Background: an optimization exercise with open tools, aiming at small area, a short achievable clock period and few clock cycles. Do not read the settings as production practice. In this exercise RTL edits were held to simulation tests only and were not proved equivalent to the original.

==> inputs of run K <==
==> flow/design.v <==
package twt_pkg;
    localparam int TAG_W      = 32;
    localparam int TOP_BYTE_W = 8;
    localparam int MODE_W     = 2;
    localparam int STATUS_W   = 3;
    localparam int SLOT_OUT_W = 8;
    localparam logic [MODE_W-1:0] MODE_ADD    = 2'd0;
    localparam logic [MODE_W-1:0] MODE_REMOVE = 2'd1;
    localparam logic [MODE_W-1:0] MODE_CHECK  = 2'd2;
    typedef enum logic [STATUS_W-1:0] {
        ST_ADDED     = 3'd0,
        ST_EXISTS    = 3'd1,
        ST_FULL      = 3'd2,
        ST_REMOVED   = 3'd3,
        ST_NOT_FOUND = 3'd4,
        ST_PRESENT   = 3'd5,
        ST_ABSENT    = 3'd6
    } status_t;
    typedef enum logic [1:0] {
        S_IDLE  = 2'd0,
        S_SCAN  = 2'd1,
        S_WRITE = 2'd2,
        S_RESP  = 2'd3
    } state_t;
endpackage
module tag_whitelist_table #(
    parameter int SLOT_COUNT = 128
) (
    input  logic                                clk,
    input  logic                                rst_n,
    input  logic                                in_valid,
    output logic                                in_ready,
    input  logic [twt_pkg::MODE_W-1:0]          mode,
    input  logic [twt_pkg::TAG_W-1:0]           tag_id,
    output logic                                out_valid,
    input  logic                                out_ready,
    output logic [twt_pkg::STATUS_W-1:0]        status,
    output logic [twt_pkg::SLOT_OUT_W-1:0]      slot_index
);
    localparam int IDX_W = (SLOT_COUNT > 1) ? $clog2(SLOT_COUNT) : 1;
    localparam int TAG_W = twt_pkg::TAG_W;
    localparam int RES_W = twt_pkg::STATUS_W + IDX_W;
    logic [SLOT_COUNT-1:0][TAG_W-1:0] slot_data;
    logic [SLOT_COUNT-1:0] slot_vld;
    logic                       req_vld;
    logic [twt_pkg::MODE_W-1:0] req_mode;
    logic [TAG_W-1:0]           req_key;
    logic [RES_W-1:0] q_data [3];
    logic [1:0]       q_cnt;
    logic             in_ready_reg;
    logic [SLOT_COUNT-1:0] match;
    logic [SLOT_COUNT-1:0] empty;
    logic [SLOT_COUNT-1:0] first_empty;
    logic [SLOT_COUNT-1:0] below;
    logic                  hit;
    logic                  has_empty;
    logic [IDX_W-1:0]      match_idx;
    logic [IDX_W-1:0]      empty_idx;
    logic                  key_nz;
    logic                  top_nz;
    logic                  is_add;
    logic                  is_rem;
    logic                  do_set;
    logic                  do_clr;
    twt_pkg::status_t      res_status;
    logic [IDX_W-1:0]      res_slot;
    logic [RES_W-1:0]      res;
    logic                  pop;
    logic [1:0]            q_cnt_next;
    logic                  req_vld_next;
    always_comb
    begin
        for (int s = 0; s < SLOT_COUNT; s++)
        begin
            match[s] = slot_vld[s] && (slot_data[s] == req_key);
        end
        empty = ~slot_vld;
        below[0] = 1'b0;
        for (int s = 1; s < SLOT_COUNT; s++)
        begin
            below[s] = below[s-1] | empty[s-1];
        end
        first_empty = empty & ~below;
        hit       = |match;
        has_empty = |empty;
        match_idx = '0;
        empty_idx = '0;
        for (int s = 0; s < SLOT_COUNT; s++)
        begin
            match_idx = match_idx | (match[s]       ? IDX_W'(s) : '0);
            empty_idx = empty_idx | (first_empty[s] ? IDX_W'(s) : '0);
        end
        key_nz = |req_key;
        top_nz = |req_key[TAG_W-1 -: twt_pkg::TOP_BYTE_W];
        is_add = (req_mode == twt_pkg::MODE_ADD);
        is_rem = (req_mode == twt_pkg::MODE_REMOVE);
        do_set = req_vld && is_add && key_nz && !hit;
        do_clr = req_vld && is_rem && top_nz;
        if (is_add)
        begin
            if (hit)
            begin
                res_status = twt_pkg::ST_EXISTS;
                res_slot   = match_idx;
            end
            else if (!has_empty)
            begin
                res_status = twt_pkg::ST_FULL;
                res_slot   = '0;
            end
            else
            begin
                res_status = key_nz ? twt_pkg::ST_ADDED : twt_pkg::ST_EXISTS;
                res_slot   = empty_idx;
            end
        end
        else if (is_rem)
        begin
            if (top_nz && hit)
            begin
                res_status = twt_pkg::ST_REMOVED;
                res_slot   = match_idx;
            end
            else
            begin
                res_status = twt_pkg::ST_NOT_FOUND;
                res_slot   = '0;
            end
        end
        else
        begin
            if (hit)
            begin
                res_status = twt_pkg::ST_PRESENT;
                res_slot   = match_idx;
            end
            else if (!key_nz && has_empty)
            begin
                res_status = twt_pkg::ST_PRESENT;
                res_slot   = empty_idx;
            end
            else
            begin
                res_status = twt_pkg::ST_ABSENT;
                res_slot   = '0;
            end
        end
        res = {res_status, res_slot};
    end
    always_ff @(posedge clk)
    begin
        for (int s = 0; s < SLOT_COUNT; s++)
        begin
            if (first_empty[s])
            begin
                slot_data[s] <= req_key;
            end
        end
    end
    always_ff @(posedge clk or negedge rst_n)
    begin
        if (!rst_n)
        begin
            slot_vld <= '0;
        end
        else
        begin
            for (int s = 0; s < SLOT_COUNT; s++)
            begin
                if (do_set && first_empty[s])
                begin
                    slot_vld[s] <= 1'b1;
                end
                else if (do_clr && match[s])
                begin
                    slot_vld[s] <= 1'b0;
                end
            end
        end
    end
    always_comb
    begin
        pop          = (q_cnt != 2'd0) && out_ready;
        q_cnt_next   = q_cnt - 2'(pop) + 2'(req_vld);
        req_vld_next = in_valid && in_ready_reg;
    end
    always_ff @(posedge clk)
    begin
        req_mode <= mode;
        req_key  <= tag_id;
    end
    always_ff @(posedge clk or negedge rst_n)
    begin
        if (!rst_n)
        begin
            req_vld      <= 1'b0;
            q_cnt        <= '0;
            in_ready_reg <= 1'b1;
        end
        else
        begin
            req_vld      <= req_vld_next;
            q_cnt        <= q_cnt_next;
            in_ready_reg <= ({1'b0, q_cnt_next} + {2'b00, req_vld_next}) <= 3'd2;
        end
    end
    always_ff @(posedge clk)
    begin
        if (pop)
        begin
            q_data[0] <= (q_cnt > 2'd1) ? q_data[1] : res;
            q_data[1] <= (q_cnt > 2'd2) ? q_data[2] : res;
            q_data[2] <= res;
        end
        else
        begin
            q_data[0] <= (q_cnt > 2'd0) ? q_data[0] : res;
            q_data[1] <= (q_cnt > 2'd1) ? q_data[1] : res;
            q_data[2] <= (q_cnt > 2'd2) ? q_data[2] : res;
        end
    end
    assign in_ready   = in_ready_reg;
    assign out_valid  = (q_cnt != 2'd0);
    assign status     = q_data[0][RES_W-1 -: twt_pkg::STATUS_W];
    assign slot_index = twt_pkg::SLOT_OUT_W'(q_data[0][IDX_W-1:0]);
endmodule
==> flow/run.sh <==
#!/bin/bash
# synth_recipe.tcl (not shown) runs the flow's synth.tcl, then flattens the netlist and writes it again
# the make line also repeats each setting of config.mk as NAME=value (left out here)
make -C /OpenROAD-flow-scripts/flow DESIGN_CONFIG=/design/flow/config.mk WORK_HOME=/design/flow/orfs CLKGATE_MAP_FILE= SYNTH_SCRIPT=/design/flow/synth_recipe.tcl finish
==> flow/config.mk <==
export PLATFORM = sky130hd
export DESIGN_NAME = tag_whitelist_table
export DESIGN_NICKNAME = tag_whitelist_table
export VERILOG_FILES = /design/flow/design.v
export SDC_FILE = /design/flow/constraint.sdc
export NUM_CORES = 4
export LEC_CHECK = 0
export ABC_CLOCK_PERIOD_IN_PS = 3000
export CAP_MARGIN = 20
export CORE_MARGIN = 2
export CORE_UTILIZATION = 40
export SETUP_SLACK_MARGIN = 5
export SLEW_MARGIN = 20
export SYNTH_MEMORY_MAX_BITS = 8192
==> flow/constraint.sdc <==
create_clock -name core_clock -period 10.0 [get_ports {clk}]
set_input_delay 2.0000 -clock core_clock [delete_from_list [all_inputs] [get_ports {clk}]]
set_output_delay 2.0000 -clock core_clock [all_outputs]
set_load 0.01 [all_outputs]
==> inputs of run B, as changes to run K <==
==> flow/design.v, changed modules only <==
module tag_whitelist_table #(
    parameter int SLOT_COUNT = 128
) (
    input  logic                                clk,
    input  logic                                rst_n,
    input  logic                                in_valid,
    output logic                                in_ready,
    input  logic [twt_pkg::MODE_W-1:0]          mode,
    input  logic [twt_pkg::TAG_W-1:0]           tag_id,
    output logic                                out_valid,
    input  logic                                out_ready,
    output logic [twt_pkg::STATUS_W-1:0]        status,
    output logic [twt_pkg::SLOT_OUT_W-1:0]      slot_index
);
    localparam int IDX_W = (SLOT_COUNT > 1) ? $clog2(SLOT_COUNT) : 1;
    localparam int TAG_W = twt_pkg::TAG_W;
    localparam int RES_W = twt_pkg::STATUS_W + IDX_W;
    localparam int Q_N   = 4;      
    logic [SLOT_COUNT-1:0][TAG_W-1:0] slot_data;
    logic [SLOT_COUNT-1:0]            slot_vld;
    logic                       a_vld;
    logic [twt_pkg::MODE_W-1:0] a_mode;
    logic [TAG_W-1:0]           a_key;
    logic                       b_vld;
    logic [twt_pkg::MODE_W-1:0] b_mode;
    logic [TAG_W-1:0]           b_key;
    logic [SLOT_COUNT-1:0]      b_eq;
    logic                       b_fwd;    
    logic                       b_key_nz;
    logic                       b_top_nz;
    logic                       added;
    logic [IDX_W-1:0]           added_idx;
    logic [Q_N-1:0][RES_W-1:0] q_data;
    logic [1:0]       q_wr;
    logic [1:0]       q_rd;
    logic [1:0]       q_rd_next;
    logic [RES_W-1:0] head_next;
    logic [RES_W-1:0] out_reg;
    logic [2:0]       q_cnt;
    logic             out_valid_reg;
    logic             in_ready_reg;
    logic [SLOT_COUNT-1:0] a_eq;
    logic [SLOT_COUNT-1:0] fwd_slot;
    logic [SLOT_COUNT-1:0] match;
    logic [SLOT_COUNT-1:0] empty;
    logic [SLOT_COUNT-1:0] first_empty;
    logic [SLOT_COUNT-1:0] below;
    logic                  hit;
    logic                  has_empty;
    logic [IDX_W-1:0]      match_idx;
    logic [IDX_W-1:0]      empty_idx;
    logic                  is_add;
    logic                  is_rem;
    logic                  do_set;
    logic                  do_clr;
    twt_pkg::status_t      res_status;
    logic [IDX_W-1:0]      res_slot;
    logic [RES_W-1:0]      res;
    logic                  pop;
    logic [2:0]            q_cnt_next;
    logic [2:0]            q_cnt_flag;
    logic                  a_vld_next;
    always_comb
    begin
        for (int s = 0; s < SLOT_COUNT; s++)
        begin
            a_eq[s] = slot_vld[s] && (slot_data[s] == a_key);
        end
    end
    always_comb
    begin
        for (int s = 0; s < SLOT_COUNT; s++)
        begin
            fwd_slot[s] = (added_idx == IDX_W'(s));
        end
        match = (slot_vld & b_eq) | ({SLOT_COUNT{added && b_fwd}} & fwd_slot);
        empty = ~slot_vld;
        below[0] = 1'b0;
        for (int s = 1; s < SLOT_COUNT; s++)
        begin
            below[s] = below[s-1] | empty[s-1];
        end
        first_empty = empty & ~below;
        hit       = |match;
        has_empty = |empty;
        match_idx = '0;
        empty_idx = '0;
        for (int s = 0; s < SLOT_COUNT; s++)
        begin
            match_idx = match_idx | (match[s]       ? IDX_W'(s) : '0);
            empty_idx = empty_idx | (first_empty[s] ? IDX_W'(s) : '0);
        end
        is_add = (b_mode == twt_pkg::MODE_ADD);
        is_rem = (b_mode == twt_pkg::MODE_REMOVE);
        do_set = b_vld && is_add && b_key_nz && !hit && has_empty;
        do_clr = b_vld && is_rem && b_top_nz;
        if (is_add)
        begin
            if (hit)
            begin
                res_status = twt_pkg::ST_EXISTS;
                res_slot   = match_idx;
            end
            else if (!has_empty)
            begin
                res_status = twt_pkg::ST_FULL;
                res_slot   = '0;
            end
            else
            begin
                res_status = b_key_nz ? twt_pkg::ST_ADDED : twt_pkg::ST_EXISTS;
                res_slot   = empty_idx;
            end
        end
        else if (is_rem)
        begin
            if (b_top_nz && hit)
            begin
                res_status = twt_pkg::ST_REMOVED;
                res_slot   = match_idx;
            end
            else
            begin
                res_status = twt_pkg::ST_NOT_FOUND;
                res_slot   = '0;
            end
        end
        else
        begin
            if (hit)
            begin
                res_status = twt_pkg::ST_PRESENT;
                res_slot   = match_idx;
            end
            else if (!b_key_nz && has_empty)
            begin
                res_status = twt_pkg::ST_PRESENT;
                res_slot   = empty_idx;
            end
            else
            begin
                res_status = twt_pkg::ST_ABSENT;
                res_slot   = '0;
            end
        end
        res = {res_status, res_slot};
    end
    always_ff @(posedge clk)
    begin
        for (int s = 0; s < SLOT_COUNT; s++)
        begin
            if (first_empty[s])
            begin
                slot_data[s] <= b_key;
            end
        end
    end
    always_ff @(posedge clk or negedge rst_n)
    begin
        if (!rst_n)
        begin
            slot_vld <= '0;
            added    <= 1'b0;
        end
        else
        begin
            for (int s = 0; s < SLOT_COUNT; s++)
            begin
                if (do_set && first_empty[s])
                begin
                    slot_vld[s] <= 1'b1;
                end
                else if (do_clr && match[s])
                begin
                    slot_vld[s] <= 1'b0;
                end
            end
            added <= do_set;
        end
    end
    always_ff @(posedge clk)
    begin
        a_mode    <= mode;
        a_key     <= tag_id;
        b_mode    <= a_mode;
        b_key     <= a_key;
        b_eq      <= a_eq;
        b_fwd     <= (a_key == b_key);
        b_key_nz  <= |a_key;
        b_top_nz  <= |a_key[TAG_W-1 -: twt_pkg::TOP_BYTE_W];
        added_idx <= empty_idx;
    end
    always_comb
    begin
        pop        = out_valid_reg && out_ready;
        q_cnt_next = q_cnt - 3'(pop) + 3'(b_vld);
        a_vld_next = in_valid && in_ready_reg;
    end
    always_ff @(posedge clk or negedge rst_n)
    begin
        if (!rst_n)
        begin
            a_vld         <= 1'b0;
            b_vld         <= 1'b0;
            q_cnt         <= '0;
        end
        else
        begin
            a_vld         <= a_vld_next;
            b_vld         <= a_vld;
            q_cnt         <= q_cnt_next;
        end
    end
    always_comb
    begin
        q_cnt_flag = q_cnt - 3'((q_cnt != 3'd0) && out_ready) + 3'(b_vld);
    end
    always_ff @(posedge clk)
    begin
        out_valid_reg <= (q_cnt_flag != 3'd0);
        in_ready_reg  <= ({1'b0, q_cnt_flag} + {3'b000, a_vld_next} + {3'b000, a_vld})
                         < 4'(Q_N);
    end
    always_comb
    begin
        q_rd_next = q_rd + 2'(pop);
        if (b_vld && (q_wr == q_rd_next))
        begin
            head_next = res;
        end
        else
        begin
            head_next = q_data[q_rd_next];
        end
    end
    always_ff @(posedge clk)
    begin
        if (b_vld)
        begin
            q_data[q_wr] <= res;
        end
        out_reg <= head_next;
    end
    always_ff @(posedge clk or negedge rst_n)
    begin
        if (!rst_n)
        begin
            q_wr <= '0;
            q_rd <= '0;
        end
        else
        begin
            q_wr <= q_wr + 2'(b_vld);
            q_rd <= q_rd_next;
        end
    end
    assign in_ready   = in_ready_reg;
    assign out_valid  = out_valid_reg;
    assign status     = out_reg[RES_W-1 -: twt_pkg::STATUS_W];
    assign slot_index = twt_pkg::SLOT_OUT_W'(out_reg[IDX_W-1:0]);
endmodule
==> flow/flow/run.sh (new file) <==
#!/bin/bash
# Own layout flow: the standard flow (standard synthesis unchanged), with
# timing repair aimed below the design's period so the layout is optimised for
# the period it can reach. The clock, constraints and all other steps are the
# standard ones. Each step's full output stays in orfs/logs/; make's own
# output goes to flow_make.log in the work folder.
set -euo pipefail
MARGIN=$(cat flow/setup_margin)
bash standard.sh SETUP_SLACK_MARGIN="$MARGIN" finish > flow_make.log 2>&1
==> flow/flow/setup_margin (new file) <==
6.6
==> flow/standard.sh (new file) <==
#!/bin/bash
# synth_recipe.tcl (not shown) runs the flow's synth.tcl, then flattens the netlist and writes it again
# the make line also repeats each setting of config.mk as NAME=value (left out here)
make -C /OpenROAD-flow-scripts/flow DESIGN_CONFIG=/design/flow/config.mk WORK_HOME=/design/flow/orfs CLKGATE_MAP_FILE= SYNTH_SCRIPT=/design/flow/synth_recipe.tcl "${@:-finish}"
Settings changed: ABC_CLOCK_PERIOD_IN_PS 3000 to default, CTS_CLUSTER_DIAMETER from default to 70, CTS_CLUSTER_SIZE from default to 24, SETUP_SLACK_MARGIN 5 to default.
removed: flow/run.sh
==> inputs of run Z, as changes to run K <==
Settings changed: ABC_CLOCK_PERIOD_IN_PS 3000 to default, SETUP_SLACK_MARGIN 5 to default.
==> results.cfg <==
[timing]
max_freq_mhz = 152
min_period_ns = 6.57

[worst_setup_path]
worstReg2RegEnd = slot_vld[93]
reg2reg_from = req_key[10]

[run_status]
status = no timing/DRC/antenna violations

[logic_synthesis]
syn_avg_cell_area_um2 = 15.7
synth_compound_area_frac = 0.0132

[grt]
met3_usage = 0.0300
grt_util_met1 = 0.335

[hold_path]
whs_path_depth = 2

[detailed_routing]
firstDrtPassIters = 7
wire_per_inst_um = 29.9

[power]
comb_cell_power_w = 0.00257
p_leak_nw = 64.1
switchingPower_w = 0.00906

[cells_and_area]
final_cell_mix = edfxtp_1 (4106), xnor2_1 (2628), xor2_1 (1452), nand4_1 (729), nor4_1 (466)
n_clock_buffer = 551
[end of results for run Z]
==> results.cfg <==
[cells_and_area]
n_clock_buffer = 546

[hold_path]
whs_path_depth = 2

[grt]
grt_util_met1 = 0.342

[power]
comb_cell_power_w = 0.00277
switchingPower_w = 0.00908
p_leak_nw = 65.5

[detailed_routing]
wire_per_inst_um = 30.6

[logic_synthesis]
syn_avg_cell_area_um2 = 15.7

[worst_setup_path]
worstReg2RegEnd = q_data[0][6]
reg2reg_from = req_key[27]

[run_status]
status = no timing/DRC/antenna violations

[timing]
max_freq_mhz = 197
[end of results for run K]
==> results.cfg <==
[run_status]
status = no timing/DRC/antenna violations

[worst_setup_path]
worstReg2RegEnd = q_data[15]
reg2reg_from = added_idx[0]

[cells_and_area]
n_clock_buffer = 336

[power]
switchingPower_w = 0.0106
p_leak_nw = 68.9

[detailed_routing]
firstDrtPassIters = 6
wire_per_inst_um = 40.1

[hold_path]
whs_path_depth = 0

[logic_synthesis]
synth_compound_area_frac = 0.0247

[grt]
met3_usage = 0.0542

[timing]
max_freq_mhz = 238
min_period_ns = 4.20
[end of results for run B]
Testbench counts of run K, summed over its fixed seeds: cycles 3,216.
Testbench counts of run B, summed over its fixed seeds: cycles 3,224.
Testbench counts of run Z, summed over its fixed seeds: cycles 3,216.

afterwards: timing with drivers on the ports:
The results above use ideal ports. As a check the final layouts listed here were re-extracted and re-timed, cells and wires unchanged. Step 1 sets driving cells, clkbuf_16 on the clock port and buf_2 on the other inputs (assumed; they add their load-dependent delay and slew). Step 2 times the ports against the registers' clock, not the clock port: input delays grow and output delays shrink by t, the midpoint of the rising clock arrivals with the driver on. a / b / c = ideal / step 1 / step 2; a / b = the first two.
| run | t, ns | slack for setup (ns) | worst slew at a driven data input, ns | cell pins on the clock port's net |
|---|---|---|---|---|
| run K | 1.099 | 4.919 / 4.919 / 4.919 | 0.22 | 1 |
| run B | 1.139 | 5.796 / 5.796 / 5.796 | 0.04 | 1 |
| run Z | 1.113 | 3.428 / 3.428 / 3.428 | 0.18 | 1 |
After both steps setup and hold are still met in every run listed.
